This is an optimization exercise on Yosys and OpenROAD, whose aim is small area, not a production implementation.
Function was checked by simulation only, so behaviour that the tests miss may differ from the original.
Power and IR drop assume default switching activity.

== lane 1 ==
==> flow/design.v <==
package reg_file_pkg;
  localparam int DATA_W = 32;
  localparam int ADDR_W = 5;
  localparam logic [ADDR_W-1:0] REG_ZERO = 5'd0;
  localparam logic [ADDR_W-1:0] REG_SP   = 5'd29;
  localparam logic [ADDR_W-1:0] REG_RA   = 5'd31;
endpackage
module reg_file_rport
#(
  parameter int DW = reg_file_pkg::DATA_W
) (
  input  logic [30:0]      i_sel,    
  input  logic [31*DW-1:0] i_regs,   
  output logic [DW-1:0]    o_rdata
);
  for (genvar b = 0; b < DW; b++) begin : g_bit
    logic [9:0] nhit;   
    for (genvar k = 0; k < 10; k++) begin : g_tri
      reg_file_aoi222 u_tri (
        .a1 (i_sel[3*k]),   .a2 (i_regs[(3*k)*DW + b]),
        .b1 (i_sel[3*k+1]), .b2 (i_regs[(3*k+1)*DW + b]),
        .c1 (i_sel[3*k+2]), .c2 (i_regs[(3*k+2)*DW + b]),
        .y  (nhit[k])
      );
    end
    reg_file_rcomb u_comb (
      .i_nhit (nhit),
      .i_sel  (i_sel[30]),
      .i_reg  (i_regs[30*DW + b]),
      .o_y    (o_rdata[b])
    );
  end
endmodule
module reg_file_aoi222 (
  input  logic a1, a2, b1, b2, c1, c2,
  output logic y
);
  assign y = ~((a1 & a2) | (b1 & b2) | (c1 & c2));
endmodule
module reg_file_rcomb (
  input  logic [9:0] i_nhit,
  input  logic       i_sel,
  input  logic       i_reg,
  output logic       o_y
);
  assign o_y = ~(&i_nhit) | (i_sel & i_reg);
endmodule
module reg_file_ao22 (
  input  logic a1, a2, b1, b2,
  output logic y
);
  assign y = (a1 & a2) | (b1 & b2);
endmodule
module reg_file
#(
  parameter int DATA_W = reg_file_pkg::DATA_W,
  parameter int ADDR_W = reg_file_pkg::ADDR_W
) (
  input  logic              i_clk,
  input  logic              i_rst,
  input  logic [ADDR_W-1:0] i_raddr_a,
  input  logic [ADDR_W-1:0] i_raddr_b,
  input  logic              i_we,
  input  logic [ADDR_W-1:0] i_waddr,
  input  logic [DATA_W-1:0] i_wdata,
  output logic [DATA_W-1:0] out_a,
  output logic [DATA_W-1:0] out_b,
  output logic [31:0]       wr_cnt
);
  localparam int DEPTH = 2**ADDR_W;
  logic [(DEPTH-1)*DATA_W-1:0] regs_q;          
  logic [DEPTH-1:1]            wsel;            
  logic [DEPTH-1:1]            nwsel;           
  logic [DEPTH-1:1]            valid_q;         
  logic [DEPTH-2:0]            sel_a, sel_b;    
  logic [31:0]                 wr_cnt_q;
  logic                        wr_valid;
  assign wr_valid = i_we && (i_waddr != reg_file_pkg::REG_ZERO);
  for (genvar g = 1; g < DEPTH; g++) begin : g_reg
    logic [DATA_W-1:0] data_q, data_d;
    logic              valid;
    assign wsel[g]  = i_we && (i_waddr == g);
    assign nwsel[g] = ~wsel[g];
    for (genvar b = 0; b < DATA_W; b++) begin : g_bit
      reg_file_ao22 u_next (
        .a1 (wsel[g]),  .a2 (i_wdata[b]),
        .b1 (nwsel[g]), .b2 (data_q[b]),
        .y  (data_d[b])
      );
    end
    always_ff @(posedge i_clk) begin
      data_q <= data_d;
    end
    always_ff @(posedge i_clk or posedge i_rst) begin
      if (i_rst)        valid <= 1'b0;
      else if (wsel[g]) valid <= 1'b1;
    end
    assign regs_q[(g-1)*DATA_W +: DATA_W] = data_q;
    assign valid_q[g]  = valid;
    assign sel_a[g-1]  = valid && (i_raddr_a == g);
    assign sel_b[g-1]  = valid && (i_raddr_b == g);
  end
  always_ff @(posedge i_clk or posedge i_rst) begin
    if (i_rst)         wr_cnt_q <= '0;
    else if (wr_valid) wr_cnt_q <= wr_cnt_q + 32'd1;
  end
  assign wr_cnt = wr_cnt_q;
  reg_file_rport #(.DW(DATA_W)) u_rport_a (
    .i_sel   (sel_a),
    .i_regs  (regs_q),
    .o_rdata (out_a)
  );
  reg_file_rport #(.DW(DATA_W)) u_rport_b (
    .i_sel   (sel_b),
    .i_regs  (regs_q),
    .o_rdata (out_b)
  );
endmodule
clock: 6.0 ns
lec_check: 0
cap_margin: 15
core_margin: 2
core_utilization: 60
setup_slack_margin: 0.1
slew_margin: 15
synth_hierarchical: 1
synth_minimum_keep_size: 0
standard.sh (not shown) runs the stock make flow with config.mk's settings and CLKGATE_MAP_FILE= SYNTH_SCRIPT=/design/flow/synth_recipe.tcl, a recipe that flattens the netlist after the stock synthesis.
==> flow/flow/run.sh <==
#!/bin/bash
# Layout flow: the standard ORFS flow (standard.sh, unchanged synthesis) with these
# changes to how the layout is made:
#  - ports are buffered with buf_1 instead of the default delay-buffer cell,
#  - clock tree synthesis uses clkbuf_4 with small sink clusters and inserts no dummy loads.
# make's full output goes to make.log here; ORFS's own per-step logs stay under orfs/logs.
set -euo pipefail
bash standard.sh \
  "BUFFER_PORTS_ARGS=-buffer_cell sky130_fd_sc_hd__buf_1" \
  "CTS_ARGS=-sink_clustering_enable -repair_clock_nets -dont_use_dummy_load -buf_list sky130_fd_sc_hd__clkbuf_4 -sink_clustering_size 10 -sink_clustering_max_diameter 45" \
  finish > make.log 2>&1
Lane 1: all stages done; final checks FAILED (max-capacitance violations, max-slew violations).
Input-level comparison between lane 2 and lane 1:
--- a/flow/config.mk
+++ b/flow/config.mk
@@ -7,7 +7,7 @@
 export LEC_CHECK = 0
-export CAP_MARGIN = 15
+export CAP_MARGIN = 5
 export CORE_MARGIN = 2
-export CORE_UTILIZATION = 60
+export CORE_UTILIZATION = 65
 export SETUP_SLACK_MARGIN = 0.1
-export SLEW_MARGIN = 15
+export SLEW_MARGIN = 5
 export SYNTH_HIERARCHICAL = 1
==> run summary <==
Every stage of the flow completed for lane 2, and the final layout passed the timing, DRC and antenna checks. Between lane 2 and lane 1, it is lane 2 whose vias per cell is higher, by about 2.1%. Going from lane 1 to lane 2, clock period minus worst slack moved up; die area fell 0.0052 mm2; effective utilization at floorplan rose by 4.6 points.
diff inputs: lane 2 => lane 3
==> flow/flow/run.sh <==
#!/bin/bash
# Layout flow: the standard ORFS flow (standard.sh, unchanged synthesis) with these
# changes to how the layout is made:
#  - ports are buffered with buf_1 instead of the default delay-buffer cell,
#  - clock tree synthesis uses clkbuf_8 with mid-size sink clusters and inserts no dummy loads.
# make's full output goes to make.log here; ORFS's own per-step logs stay under orfs/logs.
set -euo pipefail
bash standard.sh \
  "BUFFER_PORTS_ARGS=-buffer_cell sky130_fd_sc_hd__buf_1" \
  "CTS_ARGS=-sink_clustering_enable -repair_clock_nets -dont_use_dummy_load -buf_list sky130_fd_sc_hd__clkbuf_8 -sink_clustering_size 16 -sink_clustering_max_diameter 60" \
  finish > make.log 2>&1
--- a/flow/config.mk
+++ b/flow/config.mk
@@ -7,7 +7,7 @@
 export LEC_CHECK = 0
-export CAP_MARGIN = 5
+export CAP_MARGIN = 15
 export CORE_MARGIN = 2
-export CORE_UTILIZATION = 65
+export CORE_UTILIZATION = 60
 export SETUP_SLACK_MARGIN = 0.1
-export SLEW_MARGIN = 5
+export SLEW_MARGIN = 15
 export SYNTH_HIERARCHICAL = 1
==> comparison <==
- Lane 3: full flow OK, the timing, DRC and antenna checks passed
- In lane 3 the number of placed instances, taps included turned out 1.2% higher than in lane 2.
- STATUS fmax: lane 3 wins against lane 2
- Lane 3 vs lane 2, type of the worst min-delay path: flip-flop to flip-flop vs input pin to async pin
- Share of cell area taken by flip-flops and latches across lane 2 and lane 3: no real change.
- Diff lane 2 -> lane 3: x dimension of the die went up, worst setup slack for register-to-register paths shows no meaningful change.
The inputs of lane 4 differ from those of lane 3 as listed below.
--- a/flow/config.mk
+++ b/flow/config.mk
@@ -7,3 +7,3 @@
 export LEC_CHECK = 0
-export CAP_MARGIN = 15
+export CAP_MARGIN = 5
 export CORE_MARGIN = 2
@@ -11,3 +11,3 @@
 export SETUP_SLACK_MARGIN = 0.1
-export SLEW_MARGIN = 15
+export SLEW_MARGIN = 5
 export SYNTH_HIERARCHICAL = 1
### Flow results
Comparing lane 3 and lane 4, the one run not ending clean was lane 4.
Finished, but not clean: lane 4, with max-capacitance violations, max-slew violations.
In the reports for lane 3 and lane 4, the smaller worst hold slack across all endpoints belongs to lane 4.
Power density over the cells: lane 4 vs lane 3, no meaningful difference
Lane 4 and lane 3 ended up with roughly the same flip-flop and latch share of the layout cell area.
Per the comparison of lane 4 with lane 3, total chip power level; area overhead of the layout relative to synthesis moved down.

-- re-timing with driven ports --
In the flow no input, the clock included, has a driving cell. The finished layouts below were timed again as built, in two steps. Step 1 assumes that a clkbuf_16 drives the clock port and a buf_2 every other input. Step 2 adds t to the input delays and takes it off the output delays; t is the mean of the earliest and latest rising clock arrival at the registers after step 1. Input paths then give back, and output paths get back, about the clock's delay inside the block. Slacks: ideal / step 1 / step 2; pairs: ideal / step 1.
run	t (ns)	setup WS [ns]	worst setup path at the end	worst register clock-pin slew, ns	worst data-port slew with drivers (ns)
lane 1	1.111	0.302 / 0.277 / 0.277	input to output	0.12 / 0.12	0.17
lane 2	1.147	0.199 / 0.178 / 0.178	input to output	0.12 / 0.12	0.13
lane 3	0.803	0.425 / 0.350 / 0.350	input to output	0.11 / 0.11	0.19
lane 4	0.801	0.344 / 0.308 / 0.308	input to output	0.11 / 0.11	0.19
The setup slack of lane 3, which loses most, moves by -0.075 ns with the drivers and by -0.075 ns with both steps.
